This is an optimization exercise on Yosys and OpenROAD, whose aim is small area, not a production implementation.
The RTL was checked by simulation tests, not by an equivalence proof against the original design.
No activity file was given, so power comes from the tool's default toggle rates.

==> flow/design.v (excerpt) <==
module axi_xdma_st_data_chk_slave_stream #(
    parameter int          C_S_AXIS_TDATA_WIDTH  = 128,
    parameter int          NUMBER_OF_INPUT_WORDS = 64,
    parameter logic [15:0] BP_LFSR_SEED          = 16'hACE1
) (
    input  logic                              S_AXIS_ACLK,
    input  logic                              S_AXIS_ARESETN,
    input  logic                              S_AXIS_TVALID,
    input  logic [C_S_AXIS_TDATA_WIDTH-1:0]   S_AXIS_TDATA,
    input  logic [C_S_AXIS_TDATA_WIDTH/8-1:0] S_AXIS_TSTRB,
    input  logic                              S_AXIS_TLAST,
    output logic                              S_AXIS_TREADY,
    input  logic [31:0]                       config_reg0,
    input  logic [31:0]                       config_reg1,
    input  logic [31:0]                       config_reg2,
    output logic [63:0]                       beat_count,
    output logic [31:0]                       pkt_count,
    output logic [31:0]                       data_err_count,
    output logic [31:0]                       tlast_err_count,
    output logic                              first_err_valid,
    output logic [C_S_AXIS_TDATA_WIDTH-1:0]   first_err_data,
    output logic [C_S_AXIS_TDATA_WIDTH-1:0]   first_err_expected,
    output logic [31:0]                       first_err_beat
);
Size: about 2900 cells after synthesis, ~600 flip-flops, about 690 I/O pins.
Settings: LEC_CHECK=0, ABC_AREA=1, CAP_MARGIN=20, CORE_AREA=2 2 194 194, DIE_AREA=0 0 196 196, SLEW_MARGIN=20, BUFFER_PORTS_ARGS=-buffer_cell sky130_fd_sc_hd__buf_1, CTS_ARGS=-sink_clustering_enable -repair_clock_nets -dont_use_dummy_load -buf_list {sky130_fd_sc_hd__clkbuf_8} -sink_clustering_size 16 -sink_clustering_max_diameter 50; clock period 6.0 ns.
standard.sh (not shown) runs the stock make flow with config.mk's settings and CLKGATE_MAP_FILE= SYNTH_SCRIPT=/design/flow/synth_recipe.tcl, a recipe that flattens the netlist after the stock synthesis.
==> flow/flow/run.sh <==
#!/bin/bash
set -euo pipefail
if [[ -f flow/extra.mk ]]; then cat flow/extra.mk >> config.mk; fi
rm -rf scripts && cp -r "$FLOW_HOME/scripts" scripts
cp flow/abc_area.script scripts/abc_area.script
SCRIPTS_DIR="$PWD/scripts" bash standard.sh > standard.log 2>&1
==> flow/flow/abc_area.script <==
&get -n
&st
&dch
&nf -a -R 1000
&put
topo
stime -c
dnsize -c
==> flow/flow/extra.mk <==
export BUFFER_PORTS_ARGS = -buffer_cell sky130_fd_sc_hd__buf_1
export CTS_ARGS = -sink_clustering_enable -repair_clock_nets -dont_use_dummy_load -buf_list {sky130_fd_sc_hd__clkbuf_8} -sink_clustering_size 16 -sink_clustering_max_diameter 50
export ADDER_MAP_FILE =
==> next run, changes <==
==> flow/flow/extra.mk (replaced) <==
export BUFFER_PORTS_ARGS = -buffer_cell sky130_fd_sc_hd__buf_1
export CTS_ARGS = -sink_clustering_enable -repair_clock_nets -dont_use_dummy_load -buf_list {sky130_fd_sc_hd__clkbuf_8} -sink_clustering_size 16 -sink_clustering_max_diameter 50
export ADDER_MAP_FILE =
export RECOVER_POWER = 100
Settings changed: RECOVER_POWER set to 100.
The new run produced a layout that fails on max-capacitance violations, max-slew violations.
Sequential share of layout area rose by 0.23 points.
Power is about the same.
Core utilization fell by 0.48 points.
Cell area fell slightly.
Cell count hardly moves.
==> next run, changes <==
==> flow/flow/abc_area.script (replaced) <==
&get -n
&st
&dch
&nf -a
&put
topo
stime -c
dnsize -c
==> flow/flow/extra.mk (replaced) <==
export BUFFER_PORTS_ARGS = -buffer_cell sky130_fd_sc_hd__buf_1
export CTS_ARGS = -sink_clustering_enable -repair_clock_nets -dont_use_dummy_load -buf_list {sky130_fd_sc_hd__clkbuf_4 sky130_fd_sc_hd__clkbuf_8 sky130_fd_sc_hd__clkbuf_16} -sink_clustering_size 25 -sink_clustering_max_diameter 80
Settings changed: CORE_AREA 2 2 194 194 to not set, CORE_MARGIN set to 2, CORE_UTILIZATION set to 70, CTS_ARGS -sink_clustering_enable -repair_clock_nets -dont_use_dummy_load -buf_list {sky130_fd_sc_hd__clkbuf_8} -sink_clustering_size 16 -sink_clustering_max_diameter 50 to -sink_clustering_enable -repair_clock_nets -dont_use_dummy_load -buf_list {sky130_fd_sc_hd__clkbuf_4 sky130_fd_sc_hd__clkbuf_8 sky130_fd_sc_hd__clkbuf_16} -sink_clustering_size 25 -sink_clustering_max_diameter 80, DIE_AREA 0 0 196 196 to not set, RECOVER_POWER 100 to not set.
The changed run finished clean.
Routed wire length goes up by 7.9%.
Combinational power came out lower by 19%.
Count of clock-buffer cells in the layout goes down by 18.
Flip-flop and latch count is unchanged.
Worst hold slack hardly moves.
Final area increases by 2.1%.
Critical path depth drops by 4.
Global-route usage rose by 3.0 points.
Die area grows by about 0.7%.
Via count grows by about 2.7%.
Power is lower by about 1%.
==> next run, changes <==
==> flow/flow/abc_area.script (replaced) <==
&get -n
&st
&dch
&nf -a
&put
topo
stime -c
buffer -c
upsize -c
dnsize -c
==> flow/flow/extra.mk (replaced) <==
export BUFFER_PORTS_ARGS = -buffer_cell sky130_fd_sc_hd__buf_1
export CTS_ARGS = -sink_clustering_enable -repair_clock_nets -dont_use_dummy_load -buf_list {sky130_fd_sc_hd__clkbuf_4 sky130_fd_sc_hd__clkbuf_8 sky130_fd_sc_hd__clkbuf_16} -sink_clustering_size 25 -sink_clustering_max_diameter 80
export ADDER_MAP_FILE =
Settings changed: CORE_AREA set to 2 2 198 198, CORE_MARGIN 2 to not set, CORE_UTILIZATION 70 to not set, DIE_AREA set to 0 0 200 200.
Outcome:
- design area goes down slightly
- core utilization shrinks by 2.9 points
- first-iteration DRC count came out lower by about a fifth
- worst hold slack got worse by 0.013 ns
- via count goes down slightly
==> next run, changes <==
==> flow/flow/extra.mk (replaced) <==
export BUFFER_PORTS_ARGS = -buffer_cell sky130_fd_sc_hd__buf_1
export CTS_ARGS = -sink_clustering_enable -repair_clock_nets -dont_use_dummy_load -buf_list {sky130_fd_sc_hd__clkbuf_4 sky130_fd_sc_hd__clkbuf_8 sky130_fd_sc_hd__clkbuf_16} -sink_clustering_size 25 -sink_clustering_max_diameter 80
Settings changed: CORE_AREA 2 2 198 198 to not set, CORE_MARGIN set to 2, CORE_UTILIZATION set to 70, DIE_AREA 0 0 200 200 to not set.
Cell area rose by 0.67%.
Clock-buffer cell count is unchanged.
Non-clock buffer count fell by 18.
Total power fell by 2.0%.
Setup slack improved by 0.51 ns.
==> next run, changes <==
==> flow/flow/abc_area.script (replaced) <==
&get -n
&st
&dch
&nf -a
&put
topo
stime -c
dnsize -c
==> flow/flow/extra.mk (replaced) <==
export BUFFER_PORTS_ARGS = -buffer_cell sky130_fd_sc_hd__buf_1
export CTS_ARGS = -sink_clustering_enable -repair_clock_nets -dont_use_dummy_load -buf_list {sky130_fd_sc_hd__clkbuf_8} -sink_clustering_size 16 -sink_clustering_max_diameter 50
export ADDER_MAP_FILE =
Settings changed: CORE_AREA set to 2 2 198 198, CORE_MARGIN 2 to not set, CORE_UTILIZATION 70 to not set, CTS_ARGS -sink_clustering_enable -repair_clock_nets -dont_use_dummy_load -buf_list {sky130_fd_sc_hd__clkbuf_4 sky130_fd_sc_hd__clkbuf_8 sky130_fd_sc_hd__clkbuf_16} -sink_clustering_size 25 -sink_clustering_max_diameter 80 to -sink_clustering_enable -repair_clock_nets -dont_use_dummy_load -buf_list {sky130_fd_sc_hd__clkbuf_8} -sink_clustering_size 16 -sink_clustering_max_diameter 50, DIE_AREA set to 0 0 200 200.
Outcome: The new run completed without violations; count of clock-buffer cells in the layout is higher by 18; area after synthesis is lower by 3.9%; global-route usage drops by 2.8 points.

==> what the ideal ports hide <==
Ports are ideal in the flow. The routed layouts listed here were re-timed in OpenROAD. Step 1: set_driving_cell puts a clkbuf_16 on S_AXIS_ACLK and a buf_2 on each other input, an assumption about the parent block. Step 2, shift: input delay + t, output delay - t, t = (earliest + latest rising clock arrival at the registers) / 2. This alone moves slack from input paths to output paths. Three values: ideal, step 1, step 2; two values: the first two.
| run | t, ns | setup WS [ns] | cell pins on the clock port's net |
|---|---|---|---|
| the first run | 0.699 | 0.315 / 0.287 / -0.412 | 1 |
| the second run | 0.698 | 0.322 / 0.301 / -0.396 | 1 |
| the third run | 0.649 | 0.737 / 0.759 / 0.110 | 1 |
| the fourth run | 0.663 | 0.374 / 0.392 / -0.270 | 1 |
| the fifth run | 0.652 | 0.888 / 0.922 / 0.270 | 1 |
| the sixth run | 0.712 | 0.436 / 0.353 / -0.359 | 1 |
The setup slack of the sixth run, which loses most, moves by -0.083 ns with the drivers and by -0.795 ns with both steps.
